Source: an optimization exercise on an open RTL-to-GDS flow (aim: small area, a short achievable clock period and few clock cycles per item). Production flows keep margins and buffers that such runs may drop. Function was not checked in any run shown here: the RTL went through the layout flow alone. Power and IR drop assume default switching activity.

--- design.v ---
package icl_pkg;
   localparam int DEFAULT_SLOTS = 16;
   localparam int KEY_W         = 16;
   localparam int STAMP_W       = 32;
   localparam int COUNT_W       = 17;
   localparam int OP_W          = 2;
   localparam int STATUS_W      = 2;
   localparam int SLOT_W        = 4;
   localparam logic [COUNT_W-1:0] INODE_COUNT_RESET = 17'h10000;
   typedef enum logic [OP_W-1:0] {
      OP_LOOKUP = 2'd0,
      OP_PUT    = 2'd1,
      OP_REMOVE = 2'd2
   } op_type;
   typedef enum logic [STATUS_W-1:0] {
      ST_OK     = 2'd0,
      ST_RANGE  = 2'd1,
      ST_ABSENT = 2'd2
   } status_type;
   typedef enum logic [1:0] {
      S_IDLE,
      S_SCAN,
      S_DONE
   } state_type;
   typedef struct packed {
      logic [KEY_W-1:0]   key;
      logic [STAMP_W-1:0] stamp;
   } entry_type;
endpackage
module inode_cache_lru #(
   parameter int SLOTS = icl_pkg::DEFAULT_SLOTS
) (
   input  logic                        clock,
   input  logic                        reset,
   input  logic                        req_valid,
   output logic                        req_ready,
   input  logic [icl_pkg::OP_W-1:0]    req_op,
   input  logic [icl_pkg::KEY_W-1:0]   req_key,
   output logic                        rsp_valid,
   input  logic                        rsp_ready,
   output logic [icl_pkg::STATUS_W-1:0] rsp_status,
   output logic                        rsp_hit,
   output logic [icl_pkg::SLOT_W-1:0]  rsp_slot,
   output logic                        rsp_evicted,
   output logic [icl_pkg::KEY_W-1:0]   rsp_evicted_key,
   input  logic                        csr_wr_en,
   input  logic [icl_pkg::COUNT_W-1:0] csr_wr_data
);
   localparam int KW = icl_pkg::KEY_W;
   localparam int SW = icl_pkg::SLOT_W;
   localparam int RW = icl_pkg::STATUS_W + 1 + SW + 1 + KW;
   logic [KW-1:0]        key_ff [SLOTS];
   logic [SLOTS-1:0]     valid_ff;
   logic [SLOTS-1:0]     newer_ff [SLOTS];
   logic [icl_pkg::COUNT_W-1:0] inode_count_ff;
   logic                 r_valid_ff;
   logic [icl_pkg::OP_W-1:0] r_op_ff;
   logic [KW-1:0]        r_key_ff;
   logic                 e_valid_ff;
   logic [icl_pkg::OP_W-1:0] e_op_ff;
   logic [KW-1:0]        e_key_ff;
   logic [SLOTS-1:0]     e_eq_ff;
   logic                 e_range_ff;
   logic                 o0_valid_ff, o1_valid_ff;
   logic [RW-1:0]        o0_ff, o1_ff;
   logic                 adv, exec;
   logic                 is_lookup, is_put, is_remove;
   logic [SLOTS-1:0]     r_eq, d_eq;
   logic                 r_same;
   logic [SLOTS-1:0]     match, first_inv, lru, alt, sel, wr;
   logic                 found, has_inv;
   logic [SW-1:0]        match_idx, alt_idx;
   logic [KW-1:0]        lru_key;
   logic [icl_pkg::STATUS_W-1:0] res_status;
   logic                 res_hit;
   logic [SW-1:0]        res_slot;
   logic                 res_evicted;
   assign adv       = !o1_valid_ff;
   assign req_ready = adv;
   assign exec      = adv && e_valid_ff;
   always_comb begin
      for (int i = 0; i < SLOTS; i++) begin
         r_eq[i] = (key_ff[i] == r_key_ff);
         d_eq[i] = wr[i] ? r_same : r_eq[i];
      end
   end
   assign r_same = (r_key_ff == e_key_ff);
   assign is_lookup = (e_op_ff == icl_pkg::OP_LOOKUP);
   assign is_put    = (e_op_ff == icl_pkg::OP_PUT);
   assign is_remove = (e_op_ff == icl_pkg::OP_REMOVE);
   always_comb begin
      for (int i = 0; i < SLOTS; i++) begin
         match[i] = valid_ff[i] && e_eq_ff[i];
         first_inv[i] = !valid_ff[i];
         for (int k = 0; k < i; k++)
            if (!valid_ff[k]) first_inv[i] = 1'b0;
         lru[i] = 1'b1;
         for (int k = 0; k < SLOTS; k++) begin
            if (k < i && !newer_ff[k][i]) lru[i] = 1'b0;
            if (k > i && newer_ff[i][k])  lru[i] = 1'b0;
         end
      end
      found   = |match;
      has_inv = !(&valid_ff);
      alt     = has_inv ? first_inv : lru;
      match_idx = '0;
      alt_idx   = '0;
      lru_key   = '0;
      for (int i = 0; i < SLOTS; i++) begin
         if (match[i]) match_idx = match_idx | SW'(i);
         if (alt[i])   alt_idx   = alt_idx | SW'(i);
         if (lru[i])   lru_key   = lru_key | key_ff[i];
      end
   end
   assign sel = (exec && is_put) ? (found ? match : alt) : '0;
   assign wr  = (exec && is_put && !found) ? alt : '0;
   always_comb begin
      res_status  = icl_pkg::ST_OK;
      res_hit     = 1'b0;
      res_slot    = '0;
      res_evicted = 1'b0;
      if (is_lookup) begin
         if (!e_range_ff) begin
            res_status = icl_pkg::ST_RANGE;
         end else if (found) begin
            res_hit  = 1'b1;
            res_slot = match_idx;
         end else begin
            res_status = icl_pkg::ST_ABSENT;
         end
      end else if (is_put) begin
         res_hit     = found;
         res_slot    = found ? match_idx : alt_idx;
         res_evicted = !found && !has_inv;
      end else if (is_remove) begin
         if (found) begin
            res_hit  = 1'b1;
            res_slot = match_idx;
         end else begin
            res_status = icl_pkg::ST_ABSENT;
         end
      end
   end
   always_ff @(posedge clock) begin
      for (int i = 0; i < SLOTS; i++) begin
         if (wr[i]) key_ff[i] <= e_key_ff;
         for (int j = i + 1; j < SLOTS; j++) begin
            if (sel[i])      newer_ff[i][j] <= 1'b1;
            else if (sel[j]) newer_ff[i][j] <= 1'b0;
         end
      end
   end
   always_ff @(posedge clock) begin
      if (reset) begin
         valid_ff       <= '0;
         inode_count_ff <= icl_pkg::INODE_COUNT_RESET;
         r_valid_ff     <= 1'b0;
         e_valid_ff     <= 1'b0;
         o0_valid_ff    <= 1'b0;
         o1_valid_ff    <= 1'b0;
      end else begin
         if (csr_wr_en) inode_count_ff <= csr_wr_data;
         for (int i = 0; i < SLOTS; i++) begin
            if (wr[i]) valid_ff[i] <= 1'b1;
            else if (exec && is_remove && match[i]) valid_ff[i] <= 1'b0;
         end
         if (adv) begin
            r_valid_ff <= req_valid;
            e_valid_ff <= r_valid_ff;
         end
         if (!o0_valid_ff || rsp_ready) o0_valid_ff <= o1_valid_ff || exec;
         if (o1_valid_ff) begin
            if (rsp_ready) o1_valid_ff <= 1'b0;
         end else begin
            o1_valid_ff <= exec && o0_valid_ff && !rsp_ready;
         end
      end
   end
   always_ff @(posedge clock) begin
      if (adv) begin
         r_op_ff    <= req_op;
         r_key_ff   <= req_key;
         e_op_ff    <= r_op_ff;
         e_key_ff   <= r_key_ff;
         e_eq_ff    <= d_eq;
         e_range_ff <= ({1'b0, r_key_ff} < inode_count_ff);
      end
   end
   always_ff @(posedge clock) begin
      if (!o1_valid_ff) o1_ff <= {res_status, res_hit, res_slot, res_evicted, lru_key};
      if (!o0_valid_ff || rsp_ready)
         o0_ff <= o1_valid_ff ? o1_ff : {res_status, res_hit, res_slot, res_evicted, lru_key};
   end
   assign rsp_valid = o0_valid_ff;
   assign {rsp_status, rsp_hit, rsp_slot, rsp_evicted} = o0_ff[RW-1:KW];
   assign rsp_evicted_key = rsp_evicted ? o0_ff[KW-1:0] : '0;
endmodule
--- run.sh ---
#!/bin/bash
# synth_recipe.tcl (not shown) runs the flow's synth.tcl, then flattens the netlist and writes it again
# the make line also repeats each setting of config.mk as NAME=value (left out here)
make -C /OpenROAD-flow-scripts/flow DESIGN_CONFIG=/design/flow/config.mk WORK_HOME=/design/flow/orfs CLKGATE_MAP_FILE= SYNTH_SCRIPT=/design/flow/synth_recipe.tcl finish
--- config.mk ---
export PLATFORM = sky130hd
export DESIGN_NAME = inode_cache_lru
export DESIGN_NICKNAME = inode_cache_lru
export VERILOG_FILES = /design/flow/design.v
export SDC_FILE = /design/flow/constraint.sdc
export NUM_CORES = 4
export LEC_CHECK = 0
export ABC_CLOCK_PERIOD_IN_PS = 2000
export CAP_MARGIN = 20
export CORE_MARGIN = 2
export CORE_UTILIZATION = 40
export SETUP_SLACK_MARGIN = 2.5
export SLEW_MARGIN = 20
--- constraint.sdc ---
create_clock -name core_clock -period 5.0 [get_ports {clock}]
set_input_delay 1.0000 -clock core_clock [delete_from_list [all_inputs] [get_ports {clock}]]
set_output_delay 1.0000 -clock core_clock [all_outputs]
set_load 0.01 [all_outputs]
==> impl_metrics.tcl, run 1 <==
set metrics [dict create \
    synth.area.top_cells "edfxtp_1 45%, dfxtp_1 16%, xnor2_1 5.6%" \
    syn2layout_area_growth_pct 23.1 \
    cts_buffer_depth 3 \
    cts_tree "yes" \
    clk_latency_ns 0.62 \
    fin_crit_ns 2.61 \
    clk_pin_slew_ns 0.06 \
    wl_per_cell_um 29.8 \
    die_h_um 241 \
    cts-root-buf "clkbuf_16" \
    dpl.hpwl_um 54500 \
    drv_slew 0 \
    finalInstanceArea_sq_mm 0.0276 \
    start_util_pct 40.6 \
    netlist_area_sq_mm 0.0224 \
    power_mw 9.13 \
    dp.cells 2484 \
    synth-compound-area-share_pct 12.4 \
    fill_cells 4789 \
    setup_tns_ns 0 \
    p_sw_mw 2.07 \
    regArea_sq_mm 0.0136 \
    gp_congestion 0.969 \
    crit_path_end_kind "primary output" \
    via_per_inst 6.06 \
    core_sq_mm 0.0552 \
    synth_area_leader_cell "edfxtp_1" \
    drc 0 \
    drive_gt1_share_pct 21.8 \
    die_area_sq_mm 0.0579 \
    synth_xor_area_share_pct 10.6 \
    multi_input_area_sq_mm 0.00878 \
    max_slew_margin_pct 31.3 \
    yosys_warnings 3 \
    clock-sinks 514 \
    firstDrtPassIters 5 \
    postSynthCellCount 1715 \
    grt_pass1_vias 15900 \
    crit_chain "clkbuf_16, and2_4, buf_6" \
    async_reset_ff_share_pct 0 \
    ios 66 \
    synth_top_family_by_area "compound AO/OA/AOI/OAI gates" \
    cts_buffers 55 \
    antenna_found_initial 3 \
    ant_nets 0 \
    ys_seq_area_share_pct 60.8 \
    crit_path_start "o0_ff[16]$_DFFE_PP_" \
    io_buffers 65 \
    cts-htree-levels 2 \
    critical-path-slowest-cell "edfxtp_1" \
    synth-seq-cells 514 \
    critPathBufInv 2 \
    seqPwrFrac_pct 51.2 \
    synth_flop_cell "edfxtp_1" \
    finalSetupViolations 0 \
    die_w_um 241 \
    place_area_sq_mm 0.0240 \
    syn_area_per_cell_sq_um 13.1 \
    fin_util_pct 49.9 \
    hold_violations 0 \
    status "no timing/DRC/antenna violations" \
    vias 16300 \
    cap_violations 0 \
    grt_max_degree 63 \
    worstSetupPathType "flip-flop to primary output" \
    dr.first_iter.drc_count 1920 \
    insertedDiodeCount 0 \
    power_density_mw_per_mm2 331 \
    synth_edf_count 333 \
    clkPwrFrac_pct 43.6 \
    reg2reg_to "o0_ff[1]$_DFFE_PP_" \
    synthDistinctLibCells 78 \
    regToRegSetupSlack_ns 2.41 \
    p_leak_nw 10.4 \
    hold_path_end "e_op_ff[1]$_DFFE_PN_" \
    final_cells 2684 \
    final_nets 1947 \
    rsz0062_at_grt "true" \
    path_max_fanout 8 \
    grt_first_pass_wirelength_um 113000 \
    period_share_pct 52.2 \
    tightest_slew_ns 1.03 \
    max_freq_mhz 383 \
    grt_overflow 0 \
    synth_top_area_share_pct 44.7 \
    skew_ns 0.0287 \
    combPwrFrac_pct 5.2 \
    reg2reg_from "newer_ff[8][13]$_SDFFE_PP1P_" \
    place_ws_ns 1.79 \
    critPathMaxStageDelay_ns 0.52 \
    worst_setup_path_start_kind "flip-flop" \
    hold_depth 0 \
    switching_share_pct 22.7 \
    synthTopCellsByCount "333 x edfxtp_1, 181 x dfxtp_1, 144 x xnor2_1" \
    fp-row-count 86 \
    arrival_ns 1.61 \
    cp.required_ns 4.00 \
    r2r_cells 8 \
    hp-class "flip-flop to flip-flop" \
    synth-adder-area-share_pct 0.838 \
    crit_family "flip-flops" \
    synth_fp_nets 1770 \
    worstHoldStart "r_op_ff[1]$_DFFE_PN_" \
    synth_mux_area_share_pct 1.97 \
    timing.hold.ws_ns 0.419 \
    yosys.area_share.simple_pct 10.8 \
    finalWirelength_um 79900 \
    finalWorstSetupSlack_ns 2.39 \
    peakVddDrop_uv 269 \
    gr-usage-all-layers_pct 27.3 \
    yosysMostFrequentCell "edfxtp_1" \
    p_int_mw 7.05 \
]
## final cells by class
class,instances,area share (%)
Clock inverter,24,0.690
Multi-Input combinational cell,1069,31.9
Clock buffer,77,5.59
Timing Repair Buffer,216,8.28
Sequential cell,514,49.5
Inverter,36,0.672
Tap cell,748,3.40
## registers in the layout (all words and copies together), names as in the netlist
register        flops
o1_valid_ff         1
key_ff            256
valid_ff           16
o1_ff              24
e_key_ff           16
inode_count_ff     17
e_op_ff             2
o0_valid_ff         1
e_eq_ff            16
r_op_ff             2
o0_ff              24
newer_ff          120
r_key_ff           16
e_valid_ff          1
e_range_ff          1
r_valid_ff          1
## power groups by stage
stage | Sequential (mW) | Combinational [mW] | Clock (mW)
after floorplan | 4.73 | 0.243 | 0
after global placement | 4.80 | 0.368 | 0
after detailed placement | 4.80 | 0.371 | 0
after CTS | 4.68 | 0.438 | 4.03
after global routing | 4.67 | 0.507 | 4.19
final | 4.67 | 0.478 | 3.98
## metal layers
metal | routed length (um) | GRT usage [%]
met5 | 133 | 0
met4 | 4460 | 13.2
met3 | 7530 | 5.23
met2 | 36200 | 43.9
met1 | 31600 | 35.6
## logic make-up after synthesis
family / count (synthesis)
adders and majority gates: 15
and+or+nand+nor: 384
xor gates and xnor gates: 272
buffers and inverters: 132
muxes: 42
DFF: 514
AOI/OAI and AO/OA: 356
## cell usage in the layout, fill, tap and decap left out, types with 59 or more instances in the layout
cell,synthesis,final
edfxtp_1,333,333
dfxtp_1,181,170
xnor2_1,144,144
xor2_1,128,128
a21o_1,119,115
buf_4,10,107
nand4_1,81,81
a22o_1,67,67
nand2_1,74,64
clkbuf_16,0,59
## how the worst max path moves through the flow
stage | endpoint | cells past startpoint
detailed placement | key_ff[12][11]$_DFFE_PP_ | 6
CTS | req_ready | 2
floorplan | newer_ff[0][5]$_SDFFE_PP1P_ | 7
global placement | key_ff[2][7]$_DFFE_PP_ | 6
global route | rsp_evicted_key[13] | 3
finish | rsp_evicted_key[13] | 3
## what timing repair did
item                                    4_1_cts  5_1_grt
buffers inserted                             68       28
endpoints found under the setup margin      445      358
gates resized for setup                     129      138
cloned                                        0        3
pin swaps                                    12       12
hold buffers                                  0        0
==> run 2: changes to the inputs <==
--- a/design.v
+++ b/design.v
@@ -53,38 +53,35 @@
    logic [SLOTS-1:0]     valid_ff;
    logic [SLOTS-1:0]     newer_ff [SLOTS];
    logic [icl_pkg::COUNT_W-1:0] inode_count_ff;
-   logic                 r_valid_ff;
-   logic [icl_pkg::OP_W-1:0] r_op_ff;
-   logic [KW-1:0]        r_key_ff;
    logic                 e_valid_ff;
    logic [icl_pkg::OP_W-1:0] e_op_ff;
    logic [KW-1:0]        e_key_ff;
    logic [SLOTS-1:0]     e_eq_ff;
    logic                 e_range_ff;
-   logic                 o0_valid_ff, o1_valid_ff;
+   logic                 o0_valid_ff, o1_valid_ff, ready_ff;
    logic [RW-1:0]        o0_ff, o1_ff;
    logic                 adv, exec;
    logic                 is_lookup, is_put, is_remove;
-   logic [SLOTS-1:0]     r_eq, d_eq;
-   logic                 r_same;
+   logic [SLOTS-1:0]     d_eq;
+   logic                 d_same;
    logic [SLOTS-1:0]     match, first_inv, lru, alt, sel, wr;
    logic                 found, has_inv;
    logic [SW-1:0]        match_idx, alt_idx;
    logic [KW-1:0]        lru_key;
+   logic                 o1_next;
+   logic [RW-1:0]        res;
    logic [icl_pkg::STATUS_W-1:0] res_status;
    logic                 res_hit;
    logic [SW-1:0]        res_slot;
    logic                 res_evicted;
    assign adv       = !o1_valid_ff;
-   assign req_ready = adv;
+   assign req_ready = ready_ff;
    assign exec      = adv && e_valid_ff;
+   assign d_same = (req_key == e_key_ff);
    always_comb begin
-      for (int i = 0; i < SLOTS; i++) begin
-         r_eq[i] = (key_ff[i] == r_key_ff);
-         d_eq[i] = wr[i] ? r_same : r_eq[i];
-      end
+      for (int i = 0; i < SLOTS; i++)
+         d_eq[i] = wr[i] ? d_same : (key_ff[i] == req_key);
    end
-   assign r_same = (r_key_ff == e_key_ff);
    assign is_lookup = (e_op_ff == icl_pkg::OP_LOOKUP);
    assign is_put    = (e_op_ff == icl_pkg::OP_PUT);
    assign is_remove = (e_op_ff == icl_pkg::OP_REMOVE);
@@ -141,6 +138,7 @@
          end
       end
    end
+   assign res = {res_status, res_hit, res_slot, res_evicted, res_evicted ? lru_key : '0};
    always_ff @(posedge clock) begin
       for (int i = 0; i < SLOTS; i++) begin
          if (wr[i]) key_ff[i] <= e_key_ff;
@@ -150,48 +148,39 @@
          end
       end
    end
+   assign o1_next = o1_valid_ff ? !rsp_ready : (exec && o0_valid_ff && !rsp_ready);
    always_ff @(posedge clock) begin
       if (reset) begin
          valid_ff       <= '0;
          inode_count_ff <= icl_pkg::INODE_COUNT_RESET;
-         r_valid_ff     <= 1'b0;
          e_valid_ff     <= 1'b0;
          o0_valid_ff    <= 1'b0;
          o1_valid_ff    <= 1'b0;
+         ready_ff       <= 1'b1;
       end else begin
          if (csr_wr_en) inode_count_ff <= csr_wr_data;
          for (int i = 0; i < SLOTS; i++) begin
             if (wr[i]) valid_ff[i] <= 1'b1;
             else if (exec && is_remove && match[i]) valid_ff[i] <= 1'b0;
          end
-         if (adv) begin
-            r_valid_ff <= req_valid;
-            e_valid_ff <= r_valid_ff;
-         end
+         if (adv) e_valid_ff <= req_valid;
          if (!o0_valid_ff || rsp_ready) o0_valid_ff <= o1_valid_ff || exec;
-         if (o1_valid_ff) begin
-            if (rsp_ready) o1_valid_ff <= 1'b0;
-         end else begin
-            o1_valid_ff <= exec && o0_valid_ff && !rsp_ready;
-         end
+         o1_valid_ff <= o1_next;
+         ready_ff    <= !o1_next;
       end
    end
    always_ff @(posedge clock) begin
       if (adv) begin
-         r_op_ff    <= req_op;
-         r_key_ff   <= req_key;
-         e_op_ff    <= r_op_ff;
-         e_key_ff   <= r_key_ff;
+         e_op_ff    <= req_op;
+         e_key_ff   <= req_key;
          e_eq_ff    <= d_eq;
-         e_range_ff <= ({1'b0, r_key_ff} < inode_count_ff);
+         e_range_ff <= ({1'b0, req_key} < inode_count_ff);
       end
    end
    always_ff @(posedge clock) begin
-      if (!o1_valid_ff) o1_ff <= {res_status, res_hit, res_slot, res_evicted, lru_key};
-      if (!o0_valid_ff || rsp_ready)
-         o0_ff <= o1_valid_ff ? o1_ff : {res_status, res_hit, res_slot, res_evicted, lru_key};
+      if (!o1_valid_ff) o1_ff <= res;
+      if (!o0_valid_ff || rsp_ready) o0_ff <= o1_valid_ff ? o1_ff : res;
    end
    assign rsp_valid = o0_valid_ff;
-   assign {rsp_status, rsp_hit, rsp_slot, rsp_evicted} = o0_ff[RW-1:KW];
-   assign rsp_evicted_key = rsp_evicted ? o0_ff[KW-1:0] : '0;
+   assign {rsp_status, rsp_hit, rsp_slot, rsp_evicted, rsp_evicted_key} = o0_ff;
 endmodule
==> impl_metrics.tcl, run 2 <==
set metrics [dict create \
    final_nets 1920 \
    regArea_sq_mm 0.0131 \
    drive_gt1_share_pct 18.5 \
    drv_slew 0 \
    netlist_area_sq_mm 0.0219 \
    antenna_found_initial 0 \
    wl_per_cell_um 28.6 \
    start_util_pct 40.6 \
    cts-htree-levels 2 \
    clk_pin_slew_ns 0.06 \
    final_cell_mix "315 x edfxtp_1, 176 x xnor2_1, 171 x dfxtp_1" \
    place_area_sq_mm 0.0235 \
    max_slew_margin_pct 25.7 \
    via_per_inst 6.16 \
    gr-usage-all-layers_pct 25.8 \
    drc 0 \
    top_register "key_ff" \
    hold_violations 0 \
    period_share_pct 50.5 \
    cap_violations 0 \
    ant_nets 0 \
    power_mw 9.11 \
    rsz0062_at_grt "true" \
    multi_input_area_sq_mm 0.00864 \
    dr.first_iter.drc_count 2208 \
    synth.area.top_cells "edfxtp_1 43%, dfxtp_1 17%, xnor2_1 7.0%" \
    arrival_ns 2.84 \
    clk_latency_ns 0.62 \
    reg_top3 "key_ff x256, newer_ff x120" \
    grt_pass1_vias 15500 \
    grt_max_degree 37 \
    vias 16000 \
    postSynthCellCount 1723 \
    power_density_mw_per_mm2 343 \
    yosysMostFrequentCell "edfxtp_1" \
    cts_buffer_depth 3 \
    worst_setup_path_start_kind "flip-flop" \
    hp-class "flip-flop to flip-flop" \
    setup_tns_ns 0 \
    final_common_cell "edfxtp_1" \
    crit_path_start "e_eq_ff[12]$_DFFE_PN_" \
    gp_congestion 0.924 \
    cts_tree "yes" \
    ios 66 \
    worstSetupPathType "flip-flop to flip-flop" \
    synth_edf_count 315 \
    syn2layout_area_growth_pct 20.9 \
    reg2reg_from "e_eq_ff[12]$_DFFE_PN_" \
    firstDrtPassIters 8 \
    cts_buffers 50 \
    synthTopCellsByCount "315 x edfxtp_1, 181 x dfxtp_1, 176 x xnor2_1" \
    io_buffers 65 \
    finalWirelength_um 74500 \
    syn_area_per_cell_sq_um 12.7 \
    insertedDiodeCount 0 \
    cts-root-buf "clkbuf_16" \
    grt_overflow 0 \
    die_h_um 238 \
    fill_cells 4677 \
    max_freq_mhz 396 \
    ys_seq_area_share_pct 59.7 \
    largest_register_ffs 256 \
    path_max_fanout 5 \
    synth-seq-cells 496 \
    tightest_slew_ns 1.11 \
    clock-sinks 496 \
    die_w_um 238 \
    dpl.hpwl_um 52200 \
    synth_fp_nets 1778 \
    fp-row-count 85 \
    peakVddDrop_uv 270 \
    p_leak_nw 10.1 \
    crit_path_end_kind "flip-flop" \
    synth_top_area_share_pct 43.1 \
    cp.required_ns 5.32 \
    yosys_warnings 3 \
    status "no timing/DRC/antenna violations" \
    fin_crit_ns 2.52 \
    async_reset_ff_share_pct 0 \
    core_sq_mm 0.0540 \
    skew_ns 0.0294 \
    finalSetupViolations 0 \
    worstHoldStart "o1_ff[16]$_DFF_P_" \
    die_area_sq_mm 0.0567 \
    synthDistinctLibCells 78 \
    ctsHoldBuffers 0 \
    synth_flop_cell "edfxtp_1" \
    synth_area_leader_cell "edfxtp_1" \
    finalInstanceArea_sq_mm 0.0265 \
    grt_first_pass_wirelength_um 107000 \
]
-- run 2: cell count changes after synthesis, sizes merged, moves of 18 or more --
cell,previous run,this run
a22oi,0,52
a22o,67,16
a221oi,64,16
a222oi,0,32
xnor2,144,176
xor2,128,96
nand2,77,106
o21ai,22,45
a31oi,2,21
edfxtp,333,315
-- run 2: per-layer routing --
layer | track usage (%) | up-vias | wire length, um
li1 | - | 6825 | -
met1 | 34.9 | 8094 | 30200
met2 | 41.0 | 933 | 34100
met3 | 5.17 | 166 | 7260
met4 | 9.66 | 0 | 2860
met5 | 0 | - | 0
-- run 2: final cells by class --
class                           instances  share of cell area (%)
Clock buffer                           59                    4.92
Clock inverter                         32                    1.83
Inverter                               32                   0.618
Multi-Input combinational cell       1096                    32.6
Sequential cell                       496                    49.4
Tap cell                              696                    3.28
Timing Repair Buffer                  189                    7.37
-- run 2: where the power goes --
group	switching [mW]	internal, mW
combinational	0.275	0.206
sequential	0.0822	4.42
clock	1.67	2.45
total	2.03	7.08
-- run 2: final timing paths --
path | slack [ns] | depth (start not counted) | end
worst max register to register | 2.48 | 8 | key_ff[3][14]$_DFFE_PP_
worst min-delay path | 0.44 | 2 | o1_ff[16]$_DFF_P_
worst min register to register | 0.44 | 2 | o1_ff[16]$_DFF_P_
worst max-delay path | 2.48 | 8 | key_ff[3][14]$_DFFE_PP_
-- run 2: kinds of logic after synthesis --
family / after synthesis / share of synthesized area (%)
xor gates and xnor gates: 272 / 10.9
and+or+nand+nor: 413 / 11.7
buffers and inverters: 131 / 2.74
muxes: 23 / 1.06
AOI/OAI and AO/OA: 373 / 13.1
DFF: 496 / 59.7
adders and majority gates: 15 / 0.856
-- run 2: repair_timing --
| action | 4_1_cts | 5_1_grt |
|---|---|---|
| endpoints found under the setup margin | 455 | 287 |
| pin swaps | 15 | 7 |
| setup buffers | 40 | 18 |
| gates cloned | 2 | 4 |
| gates resized for setup | 126 | 70 |
-- run 2: critical path: stages, from the launching register on --
cell and delay, ns:
edfxtp_1 0.53, a22oi_2 0.26, nand4_1 0.13, buf_6 0.15, or4_4 0.48, buf_12 0.18, a21o_4 0.25, clkinv_8 0.10
clkbuf_16 0.14
-- run 2: metrics by stage --
stage,instances,hold slack (ns),setup WS (ns),util [%]
finish,2600,0.445,2.48,49.1
global route,2600,0.476,2.47,49.1
CTS,2578,0.449,2.49,48.2
detailed placement,2445,0.433,1.27,43.4
global placement,2445,0.429,1.21,43.4
floorplan,1723,0.412,2.24,-
==> run 3: changes to the inputs <==
--- a/config.mk
+++ b/config.mk
@@ -8,6 +8,8 @@
 export ABC_CLOCK_PERIOD_IN_PS = 2000
 export CAP_MARGIN = 20
 export CORE_MARGIN = 2
-export CORE_UTILIZATION = 40
+export CORE_UTILIZATION = 55
+export CTS_CLUSTER_DIAMETER = 80
+export CTS_CLUSTER_SIZE = 30
 export SETUP_SLACK_MARGIN = 2.5
 export SLEW_MARGIN = 20
==> impl_metrics.tcl, run 3 <==
set metrics [dict create \
    netlist_area_sq_mm 0.0219 \
    grt_first_pass_wirelength_um 104000 \
    skew_ns 0.0276 \
    arrival_ns 2.96 \
    drv_slew 0 \
    die_w_um 204 \
    syn_area_per_cell_sq_um 12.7 \
    ant_nets 0 \
    synth_fp_nets 1778 \
    p_leak_nw 9.75 \
    gr-usage-all-layers_pct 34.6 \
    power_density_mw_per_mm2 301 \
    top_register "key_ff" \
    period_share_pct 49.9 \
    cts_buffer_depth 3 \
    dr.first_iter.drc_count 2128 \
    synth.area.top_cells "edfxtp_1 43%, dfxtp_1 17%, xnor2_1 7.0%" \
    yosys_warnings 3 \
    crit_chain "clkdlybuf4s50_1, buf_4, xor2_1, nor4_1, nand4_1, mux2i_1" \
    setup_tns_ns 0 \
    worstSetupPathType "input port to flip-flop" \
    finalSetupViolations 0 \
    core_sq_mm 0.0395 \
    dp.cells 2266 \
    dpl.hpwl_um 51500 \
    cp.required_ns 5.46 \
    hold_violations 0 \
    grt_overflow 0 \
    final_cells 2392 \
    max_freq_mhz 401 \
    hold_depth 2 \
    max_slew_margin_pct 29.3 \
    reg_top3 "key_ff x256, newer_ff x120" \
    synthTopCellsByCount "315 x edfxtp_1, 181 x dfxtp_1, 176 x xnor2_1" \
    drive_gt1_share_pct 16.7 \
    die_h_um 204 \
    drc 0 \
    largest_register_ffs 256 \
    synth_edf_count 315 \
    finalWirelength_um 72600 \
    critical-path-slowest-cell "nor4_1" \
    cts-htree-levels 1 \
    synth_top_area_share_pct 43.1 \
    vias 15600 \
    antenna_found_initial 0 \
    regToRegSetupSlack_ns 2.51 \
    io_buffers 65 \
    cap_violations 0 \
    insertedDiodeCount 0 \
    clk_pin_slew_ns 0.12 \
    hp-class "flip-flop to flip-flop" \
    synth-seq-cells 496 \
    final_cell_mix "315 x edfxtp_1, 176 x xnor2_1, 172 x dfxtp_1" \
    reg2reg_to "newer_ff[13][14]$_SDFFE_PP1P_" \
    postSynthCellCount 1723 \
    via_per_inst 6.54 \
    grt_pass1_vias 15400 \
    syn2layout_area_growth_pct 16.3 \
    synth_area_leader_cell "edfxtp_1" \
    yosysMostFrequentCell "edfxtp_1" \
    fp-row-count 73 \
    async_reset_ff_share_pct 0 \
    rsz0062_at_grt "true" \
    crit_path_end_kind "flip-flop" \
    status "no timing/DRC/antenna violations" \
    fin_crit_ns 2.49 \
    critPathMaxStageDelay_ns 0.56 \
    wl_per_cell_um 30.4 \
    grt_max_degree 36 \
    clock-sinks 496 \
    synthDistinctLibCells 78 \
    worstHoldStart "o1_ff[16]$_DFF_P_" \
    fill_cells 3068 \
    r2r_cells 7 \
    die_area_sq_mm 0.0415 \
    worst_setup_path_start_kind "input port" \
    timing.hold.ws_ns 0.459 \
    fin_util_pct 64.5 \
    clk_latency_ns 0.61 \
    final_common_cell "edfxtp_1" \
    ios 66 \
    final_nets 1902 \
    cts-root-buf "clkbuf_16" \
    gp_congestion 0.970 \
    firstDrtPassIters 9 \
    ys_seq_area_share_pct 59.7 \
    synth_flop_cell "edfxtp_1" \
    hold_path_end "o1_ff[16]$_DFF_P_" \
    reg2reg_from "e_eq_ff[14]$_DFFE_PN_" \
    crit_path_start "req_key[14]" \
    peakVddDrop_uv 300 \
    cts_buffers 27 \
    cts_tree "yes" \
    path_max_fanout 18 \
    start_util_pct 55.4 \
    tightest_slew_ns 1.06 \
]
## run 3: cell types whose count changed in the layout (fill, tap and decap cells not counted), sizes merged, moves of 3 or more
cell and change:
dlygate4sd2 +7, clkinvlp -3, buf +5, clkbuf -33
inv +9, clkdlybuf4s15 -6, bufinv -11, clkinv -9
## run 3: area by class of cell
type / count / area (sq um) / share of cell area [%]
repair buffers: 193 / 1940 / 7.61
clock inverters: 18 / 269 / 1.06
well taps: 525 / 657 / 2.58
inverters: 32 / 156 / 0.613
multi-input cells: 1097 / 8660 / 34.0
flip-flops and latches: 496 / 13100 / 51.4
clock buffers: 31 / 712 / 2.79
## run 3: layer usage
layer | global-route usage (%) | wire (um)
met1 | 45.6 | 28100
met2 | 56.6 | 34500
met3 | 4.81 | 6020
met4 | 16.4 | 4000
met5 | 0 | 0
## run 3: timing repair
item | 4_1_cts | 5_1_grt
setup endpoints to repair | 463 | 292
resized for setup | 98 | 67
buffers inserted | 49 | 25
hold buffers | 0 | 0
gates cloned | 0 | 3
pin swaps | 16 | 8
## run 3: worst max-delay path by stage
stage | to | slack [ns] | cells past startpoint
6_report | e_eq_ff[10]$_DFFE_PN_ | 2.51 | 6
5_1_grt | o0_ff[18]$_DFFE_PP_ | 2.44 | 8
4_1_cts | o0_ff[5]$_DFFE_PP_ | 2.45 | 7
3_5_place_dp | e_eq_ff[3]$_DFFE_PN_ | 0.98 | 5
3_3_place_gp | e_eq_ff[3]$_DFFE_PN_ | 0.97 | 5
2_1_floorplan | key_ff[12][0]$_DFFE_PP_ | 2.24 | 6
## run 3: metrics by stage
| step | total power [mW] | worst slack (ns) | cell area, sq um |
|---|---|---|---|
| 2_1_floorplan | 4.84 | 2.24 | 21900 |
| 3_3_place_gp | 5.04 | 0.974 | 23200 |
| 3_5_place_dp | 5.04 | 0.976 | 23200 |
| 4_1_cts | 7.67 | 2.45 | 25000 |
| 5_1_grt | 7.90 | 2.44 | 25500 |
| 6_report | 7.67 | 2.51 | 25500 |
## run 3: kinds of logic (layout without fill, tap and decap cells)
| kind of cell | after synthesis | count (layout) | synth area share [%] |
|---|---|---|---|
| buf+inv | 131 | 274 | 2.74 |
| mux | 23 | 23 | 1.06 |
| xor+xnor | 272 | 272 | 10.9 |
| fa+ha+maj | 15 | 15 | 0.856 |
| flops | 496 | 496 | 59.7 |
| simple gates | 413 | 414 | 11.7 |
| compound gates | 373 | 373 | 13.1 |
## run 3: critical path, delay by kind of cell
| family | cells | cell delay [ns] |
|---|---|---|
| xor+xnor | 1 | 0.11 |
| simple gates | 2 | 0.81 |
| mux | 1 | 0.18 |
| buf+inv | 2 | 0.83 |
## run 3: report_power, final
| part | switching [mW] | internal, mW | leakage (nW) | total (mW) |
|---|---|---|---|---|
| sequential | 0.0934 | 4.41 | 4.46 | 4.51 |
| combinational | 0.262 | 0.209 | 4.82 | 0.471 |
| clock | 1.55 | 1.14 | 0.469 | 2.69 |
| total | 1.91 | 5.76 | 9.75 | 7.67 |

re-timing with driven ports:
In the flow no input, the clock included, has a driving cell. The finished layouts below were timed again as built, in two steps.
Step 1 sets driving cells, clkbuf_16 on the clock port and buf_2 on the other inputs (assumed; they add their load-dependent delay and slew).
Step 2 moves the port delays by t, midway between the first and last clock arrival at a register: inputs arrive t later, outputs are due t later. That takes back most of the time a late clock gives input paths.
Three values: ideal ports, drivers, drivers and shift; two values: the first two.
run	shift t [ns]	setup WS [ns]	cell pins on the clock port's net
run 1	0.670	2.388 / 2.326 / 2.364	1
run 2	0.667	2.476 / 2.475 / 1.875	1
run 3	0.656	2.505 / 2.497 / 1.871	1
After both steps setup and hold are still met in every run listed. The setup slack of run 3, which loses most, moves by -0.008 ns with the drivers and by -0.634 ns with both steps.
